Source: an optimization exercise on an open RTL-to-GDS flow (aim: small area and a short achievable clock period). Production flows keep margins and buffers that such runs may drop. Only simulation tests tie the RTL to the original design; equivalence was not proved.

==> wip/onyx: inputs <==
## apb_acc_top
module apb_acc_top (
  input  wire logic         i_clk,
  input  wire logic         i_reset,
  input  wire logic [11:0]  i_paddr,
  input  wire logic [31:0]  i_pwdata,
  input  wire logic         i_pwrite,
  input  wire logic         i_psel,
  input  wire logic         i_penable,
  output logic      [31:0]  o_prdata,
  output logic              o_pready,
  output logic              o_pslverr
);
  logic [95:0] taps;
  logic [3:0]  ntaps_n;
  logic        setup;
  logic        access;
  logic        sample_wr;
  logic        filter_clear;
  logic        push;
  logic [26:0] data;
  logic        pop;
  logic        fifo_clear;
  logic        fifo_en;
  logic [31:0] head_n;
  logic [2:0]  status_n;
  logic        bypass;
  assign o_pready  = 1'b1;
  assign o_pslverr = 1'b0;
  apb_regs u_regs (
    .i_clk          (i_clk),
    .i_reset        (i_reset),
    .i_paddr        (i_paddr),
    .i_pwdata       (i_pwdata),
    .i_pwrite       (i_pwrite),
    .i_psel         (i_psel),
    .i_penable      (i_penable),
    .o_prdata       (o_prdata),
    .o_taps         (taps),
    .o_ntaps_n      (ntaps_n),
    .o_setup        (setup),
    .o_access       (access),
    .o_sample_wr    (sample_wr),
    .o_filter_clear (filter_clear),
    .o_pop          (pop),
    .o_fifo_clear   (fifo_clear),
    .o_fifo_en      (fifo_en),
    .i_head_n       (head_n),
    .i_status_n     (status_n),
    .i_bypass       (bypass),
    .i_data         (data)
  );
  fir_filter u_filter (
    .i_clk          (i_clk),
    .i_reset        (i_reset),
    .i_taps         (taps),
    .i_ntaps_n      (ntaps_n),
    .i_pwdata       (i_pwdata[11:0]),
    .i_setup        (setup),
    .i_access       (access),
  ...
make LEC_CHECK=0 CAP_MARGIN=20 CORE_MARGIN=2 CORE_UTILIZATION=40 SETUP_SLACK_MARGIN=4.2 SLEW_MARGIN=20 SYNTH_HIERARCHICAL=1 finish   # period 7.0 ns
run.sh (not shown) runs the stock make flow with config.mk's settings and CLKGATE_MAP_FILE= SYNTH_SCRIPT=/design/flow/synth_recipe.tcl, a recipe that flattens the netlist after the stock synthesis.
==> inputs of wip/xenon, as changes to wip/onyx <==
--- a/flow/design.v
+++ b/flow/design.v
@@ -26,14 +26,15 @@
   logic [9:0]  word;
   logic        setup;
   logic        ntaps_ok;
   logic        acc_q;
   logic        we_in_q;
   logic        we_cfg_q;
   logic        we_nt_q;
+  logic        nt_ok_q;
   logic [7:0]  we_tap_q;
   logic        rd_out_q;
   logic [2:0]  cfg_q;
   logic [3:0]  ntaps_q;
   logic [11:0] tap_q [8];
   assign word  = i_paddr[11:2];
   assign setup = i_psel & ~i_penable;
@@ -51,53 +52,54 @@
       rd_out_q <= 1'b0;
     end
     else
     begin
       acc_q    <= setup;
       we_in_q  <= setup & i_pwrite & (word == 10'd1);
       we_cfg_q <= setup & i_pwrite & (word == 10'd3);
-      we_nt_q  <= setup & i_pwrite & (word == 10'd6) & ntaps_ok;
+      we_nt_q  <= setup & i_pwrite & (word == 10'd6);
       for (int k = 0; k < 8; k++)
         we_tap_q[k] <= setup & i_pwrite & (word == 10'(7 + k));
       rd_out_q <= setup & ~i_pwrite & (word == 10'd2);
     end
   end
+  always_ff @(posedge i_clk)
+    nt_ok_q <= ntaps_ok;
   always_ff @(posedge i_clk or posedge i_reset)
   begin
     if (i_reset)
     begin
       cfg_q   <= '0;
       ntaps_q <= 4'd8;
       for (int k = 0; k < 8; k++)
         tap_q[k] <= '0;
     end
     else
     begin
       if (we_cfg_q)
         cfg_q <= i_pwdata[2:0];
-      if (we_nt_q)
+      if (we_nt_q & nt_ok_q)
         ntaps_q <= i_pwdata[3:0];
       for (int k = 0; k < 8; k++)
         if (we_tap_q[k])
           tap_q[k] <= i_pwdata[11:0];
     end
   end
   always_comb
     for (int k = 0; k < 8; k++)
       o_taps[12*k +: 12] = tap_q[k];
-  assign o_ntaps_n      = we_nt_q ? i_pwdata[3:0] : ntaps_q;
+  assign o_ntaps_n      = (we_nt_q & nt_ok_q) ? i_pwdata[3:0] : ntaps_q;
   assign o_setup        = setup;
   assign o_access       = acc_q;
   assign o_sample_wr    = we_in_q;
   assign o_filter_clear = cfg_q[0];
   assign o_pop          = rd_out_q;
   assign o_fifo_clear   = cfg_q[1];
   assign o_fifo_en      = cfg_q[2];
   logic [31:0] rd_d;
-  logic [31:0] rd_q;
   logic [26:0] rd_lo;
   logic        hit_out;
   logic        miss;
   always_comb
   begin
     rd_lo = '1;
     case (word[3:0])
@@ -122,17 +124,18 @@
     if (hit_out & i_bypass)
       rd_d = {{5{i_data[26]}}, i_data};
     else if (hit_out)
       rd_d = i_head_n;
     else
       rd_d = {{5{rd_lo[26] | miss}}, rd_lo | {27{miss}}};
   end
+  logic [28:0] rd_q;
   always_ff @(posedge i_clk)
-    rd_q <= rd_d;
-  assign o_prdata = rd_q;
+    rd_q <= rd_d[28:0];
+  assign o_prdata = {rd_q[28], rd_q[28:27], rd_q[27:26], rd_q[26:0]};
 endmodule
 `default_nettype wire
 `timescale 1ns/100ps
 `default_nettype none
 module fir_filter (
   input  wire logic        i_clk,
   input  wire logic        i_reset,
@@ -144,32 +147,41 @@
   input  wire logic        i_sample_wr,     
   input  wire logic        i_filter_clear,
   output logic             o_push,          
   output logic      [26:0] o_data
 );
   logic [11:0] dly   [7];
   logic [11:0] dly_n [7];
+  logic [6:0]  live;
+  logic [6:0]  live_n;
   always_comb
   begin
     for (int k = 0; k < 7; k++)
-      if (i_filter_clear)
-        dly_n[k] = '0;
-      else if (i_sample_wr)
+      if (i_sample_wr & ~i_filter_clear)
         dly_n[k] = (k == 0) ? i_pwdata : dly[k-1];
       else
         dly_n[k] = dly[k];
+    if (i_filter_clear)
+      live_n = '0;
+    else if (i_sample_wr)
+      live_n = {live[5:0], 1'b1};
+    else
+      live_n = live;
+  end
+  always_ff @(posedge i_clk)
+  begin
+    for (int k = 0; k < 7; k++)
+      dly[k] <= dly_n[k];
   end
   always_ff @(posedge i_clk or posedge i_reset)
   begin
     if (i_reset)
-      for (int k = 0; k < 7; k++)
-        dly[k] <= '0;
+      live <= '0;
     else
-      for (int k = 0; k < 7; k++)
-        dly[k] <= dly_n[k];
+      live <= live_n;
   end
   logic [1:0] vld;
   always_ff @(posedge i_clk or posedge i_reset)
   begin
     if (i_reset)
       vld <= '0;
     else
@@ -188,15 +200,15 @@
   always_ff @(posedge i_clk)
   begin
     for (int k = 1; k < 8; k++)
     begin
       logic [6:0] b;
       logic       en;
       b  = half(dly_n[k-1], i_setup);
-      en = (4'(k) < i_ntaps_n);
+      en = (4'(k) < i_ntaps_n) & live_n[k-1];
       for (int d = 0; d < 3; d++)
       begin
         ng_q[k][d] <= en & b[2*d+2];
         on_q[k][d] <= en & (b[2*d+1] ^ b[2*d]);
         tw_q[k][d] <= en & ((b[2*d+2] & ~b[2*d+1] & ~b[2*d]) | (~b[2*d+2] & b[2*d+1] & b[2*d]));
       end
     end
CTS_BUF_LIST = sky130_fd_sc_hd__clkbuf_4 sky130_fd_sc_hd__clkbuf_8   (was default)
TNS_END_PERCENT = 20   (was default)
==> inputs of wip/juniper, as changes to wip/onyx <==
--- a/flow/design.v
+++ b/flow/design.v
@@ -26,14 +26,15 @@
   logic [9:0]  word;
   logic        setup;
   logic        ntaps_ok;
   logic        acc_q;
   logic        we_in_q;
   logic        we_cfg_q;
   logic        we_nt_q;
+  logic        nt_ok_q;
   logic [7:0]  we_tap_q;
   logic        rd_out_q;
   logic [2:0]  cfg_q;
   logic [3:0]  ntaps_q;
   logic [11:0] tap_q [8];
   assign word  = i_paddr[11:2];
   assign setup = i_psel & ~i_penable;
@@ -51,53 +52,54 @@
       rd_out_q <= 1'b0;
     end
     else
     begin
       acc_q    <= setup;
       we_in_q  <= setup & i_pwrite & (word == 10'd1);
       we_cfg_q <= setup & i_pwrite & (word == 10'd3);
-      we_nt_q  <= setup & i_pwrite & (word == 10'd6) & ntaps_ok;
+      we_nt_q  <= setup & i_pwrite & (word == 10'd6);
       for (int k = 0; k < 8; k++)
         we_tap_q[k] <= setup & i_pwrite & (word == 10'(7 + k));
       rd_out_q <= setup & ~i_pwrite & (word == 10'd2);
     end
   end
+  always_ff @(posedge i_clk)
+    nt_ok_q <= ntaps_ok;
   always_ff @(posedge i_clk or posedge i_reset)
   begin
     if (i_reset)
     begin
       cfg_q   <= '0;
       ntaps_q <= 4'd8;
       for (int k = 0; k < 8; k++)
         tap_q[k] <= '0;
     end
     else
     begin
       if (we_cfg_q)
         cfg_q <= i_pwdata[2:0];
-      if (we_nt_q)
+      if (we_nt_q & nt_ok_q)
         ntaps_q <= i_pwdata[3:0];
       for (int k = 0; k < 8; k++)
         if (we_tap_q[k])
           tap_q[k] <= i_pwdata[11:0];
     end
   end
   always_comb
     for (int k = 0; k < 8; k++)
       o_taps[12*k +: 12] = tap_q[k];
-  assign o_ntaps_n      = we_nt_q ? i_pwdata[3:0] : ntaps_q;
+  assign o_ntaps_n      = (we_nt_q & nt_ok_q) ? i_pwdata[3:0] : ntaps_q;
   assign o_setup        = setup;
   assign o_access       = acc_q;
   assign o_sample_wr    = we_in_q;
   assign o_filter_clear = cfg_q[0];
   assign o_pop          = rd_out_q;
   assign o_fifo_clear   = cfg_q[1];
   assign o_fifo_en      = cfg_q[2];
   logic [31:0] rd_d;
-  logic [31:0] rd_q;
   logic [26:0] rd_lo;
   logic        hit_out;
   logic        miss;
   always_comb
   begin
     rd_lo = '1;
     case (word[3:0])
@@ -122,17 +124,18 @@
     if (hit_out & i_bypass)
       rd_d = {{5{i_data[26]}}, i_data};
     else if (hit_out)
       rd_d = i_head_n;
     else
       rd_d = {{5{rd_lo[26] | miss}}, rd_lo | {27{miss}}};
   end
+  logic [28:0] rd_q;
   always_ff @(posedge i_clk)
-    rd_q <= rd_d;
-  assign o_prdata = rd_q;
+    rd_q <= rd_d[28:0];
+  assign o_prdata = {rd_q[28], rd_q[28:27], rd_q[27:26], rd_q[26:0]};
 endmodule
 `default_nettype wire
 `timescale 1ns/100ps
 `default_nettype none
 module fir_filter (
   input  wire logic        i_clk,
   input  wire logic        i_reset,
@@ -144,32 +147,41 @@
   input  wire logic        i_sample_wr,     
   input  wire logic        i_filter_clear,
   output logic             o_push,          
   output logic      [26:0] o_data
 );
   logic [11:0] dly   [7];
   logic [11:0] dly_n [7];
+  logic [6:0]  live;
+  logic [6:0]  live_n;
   always_comb
   begin
     for (int k = 0; k < 7; k++)
-      if (i_filter_clear)
-        dly_n[k] = '0;
-      else if (i_sample_wr)
+      if (i_sample_wr & ~i_filter_clear)
         dly_n[k] = (k == 0) ? i_pwdata : dly[k-1];
       else
         dly_n[k] = dly[k];
+    if (i_filter_clear)
+      live_n = '0;
+    else if (i_sample_wr)
+      live_n = {live[5:0], 1'b1};
+    else
+      live_n = live;
+  end
+  always_ff @(posedge i_clk)
+  begin
+    for (int k = 0; k < 7; k++)
+      dly[k] <= dly_n[k];
   end
   always_ff @(posedge i_clk or posedge i_reset)
   begin
     if (i_reset)
-      for (int k = 0; k < 7; k++)
-        dly[k] <= '0;
+      live <= '0;
     else
-      for (int k = 0; k < 7; k++)
-        dly[k] <= dly_n[k];
+      live <= live_n;
   end
   logic [1:0] vld;
   always_ff @(posedge i_clk or posedge i_reset)
   begin
     if (i_reset)
       vld <= '0;
     else
@@ -188,15 +200,15 @@
   always_ff @(posedge i_clk)
   begin
     for (int k = 1; k < 8; k++)
     begin
       logic [6:0] b;
       logic       en;
       b  = half(dly_n[k-1], i_setup);
-      en = (4'(k) < i_ntaps_n);
+      en = (4'(k) < i_ntaps_n) & live_n[k-1];
       for (int d = 0; d < 3; d++)
       begin
         ng_q[k][d] <= en & b[2*d+2];
         on_q[k][d] <= en & (b[2*d+1] ^ b[2*d]);
         tw_q[k][d] <= en & ((b[2*d+2] & ~b[2*d+1] & ~b[2*d]) | (~b[2*d+2] & b[2*d+1] & b[2*d]));
       end
     end
==> flow_summary.ini <==
[routing]
wl_met1_um = 65800

[pwr]
peakVddDrop_mv = 0.262
p_comb_mw = 1.43

[critical_path]
path_cells = xnor2_2, nand2_4, or2_4, buf_8, o22a_1, or4_4, or4_4, o31a_1, nand2_1, a21oi_1
critPathMaxStageDelay_ns = 0.59
required_ns = 7.57

[timing]
fin_crit_ns = 3.43

[run_status]
status = timing/DRC/antenna clean

[layout]
area_growth_pct = 20.0

[floorplanning]
floorplan.initialDensity = 0.404
-- figures above: wip/juniper

==> flow_summary.ini <==
[run_status]
status = timing/DRC/antenna clean

[critical_path]
critPathMaxStageDelay_ns = 0.60
path_cells = buf_16, mux4_2, mux2_4, o22ai_4, mux2i_1, or4_1, or4_1, o31a_1, nand2_1, a21oi_1

[floorplanning]
floorplan.initialDensity = 0.404

[pwr]
peakVddDrop_mv = 0.169

[layout]
area_growth_pct = 17.6

[timing]
fin_crit_ns = 3.41
-- figures above: wip/xenon

==> flow_summary.ini <==
[timing]
fin_crit_ns = 3.41

[critical_path]
path_cells = buf_12, buf_12, buf_6, mux4_2, nor2_2, o22ai_2, o22a_1, or4_1, or4_1, o31a_1, nand2_1, a21oi_1
required_ns = 7.58
critPathMaxStageDelay_ns = 0.53

[floorplanning]
floorplan.initialDensity = 0.403

[pwr]
peakVddDrop_mv = 0.216

[run_status]
status = timing/DRC/antenna clean

[routing]
wl_met1_um = 62200
-- figures above: wip/onyx

separate check: timing with driven ports:
How much do the figures lean on ideal ports? The routed layouts below were timed once more, with nothing changed but the port constraints. Step 1 sets driving cells, clkbuf_16 on the clock port and buf_2 on the other inputs (assumed; they add their load-dependent delay and slew). Step 2, shift: input delay + t, output delay - t, t = (earliest + latest rising clock arrival at the registers) / 2. This alone moves slack from input paths to output paths. Slacks: ideal ports / drivers / drivers and shift; pairs: ideal ports / drivers.
run | shift t [ns] | slack for setup (ns) | hold WS [ns] | slew at the worst register clock pin (ns) | worst data-port slew with drivers (ns)
wip/onyx | 0.762 | 3.592 / 3.592 / 3.315 | 0.309 / 0.309 / 0.309 | 0.07 / 0.07 | 0.16
wip/xenon | 0.951 | 3.592 / 3.592 / 3.000 | 0.328 / 0.328 / 0.328 | 0.07 / 0.07 | 0.05
wip/juniper | 0.748 | 3.567 / 3.567 / 3.454 | 0.325 / 0.325 / 0.325 | 0.07 / 0.07 | 0.06
After both steps setup and hold are still met in every run listed. The setup slack of wip/xenon, which loses most, moves by 0.000 ns with the drivers and by -0.592 ns with both steps.
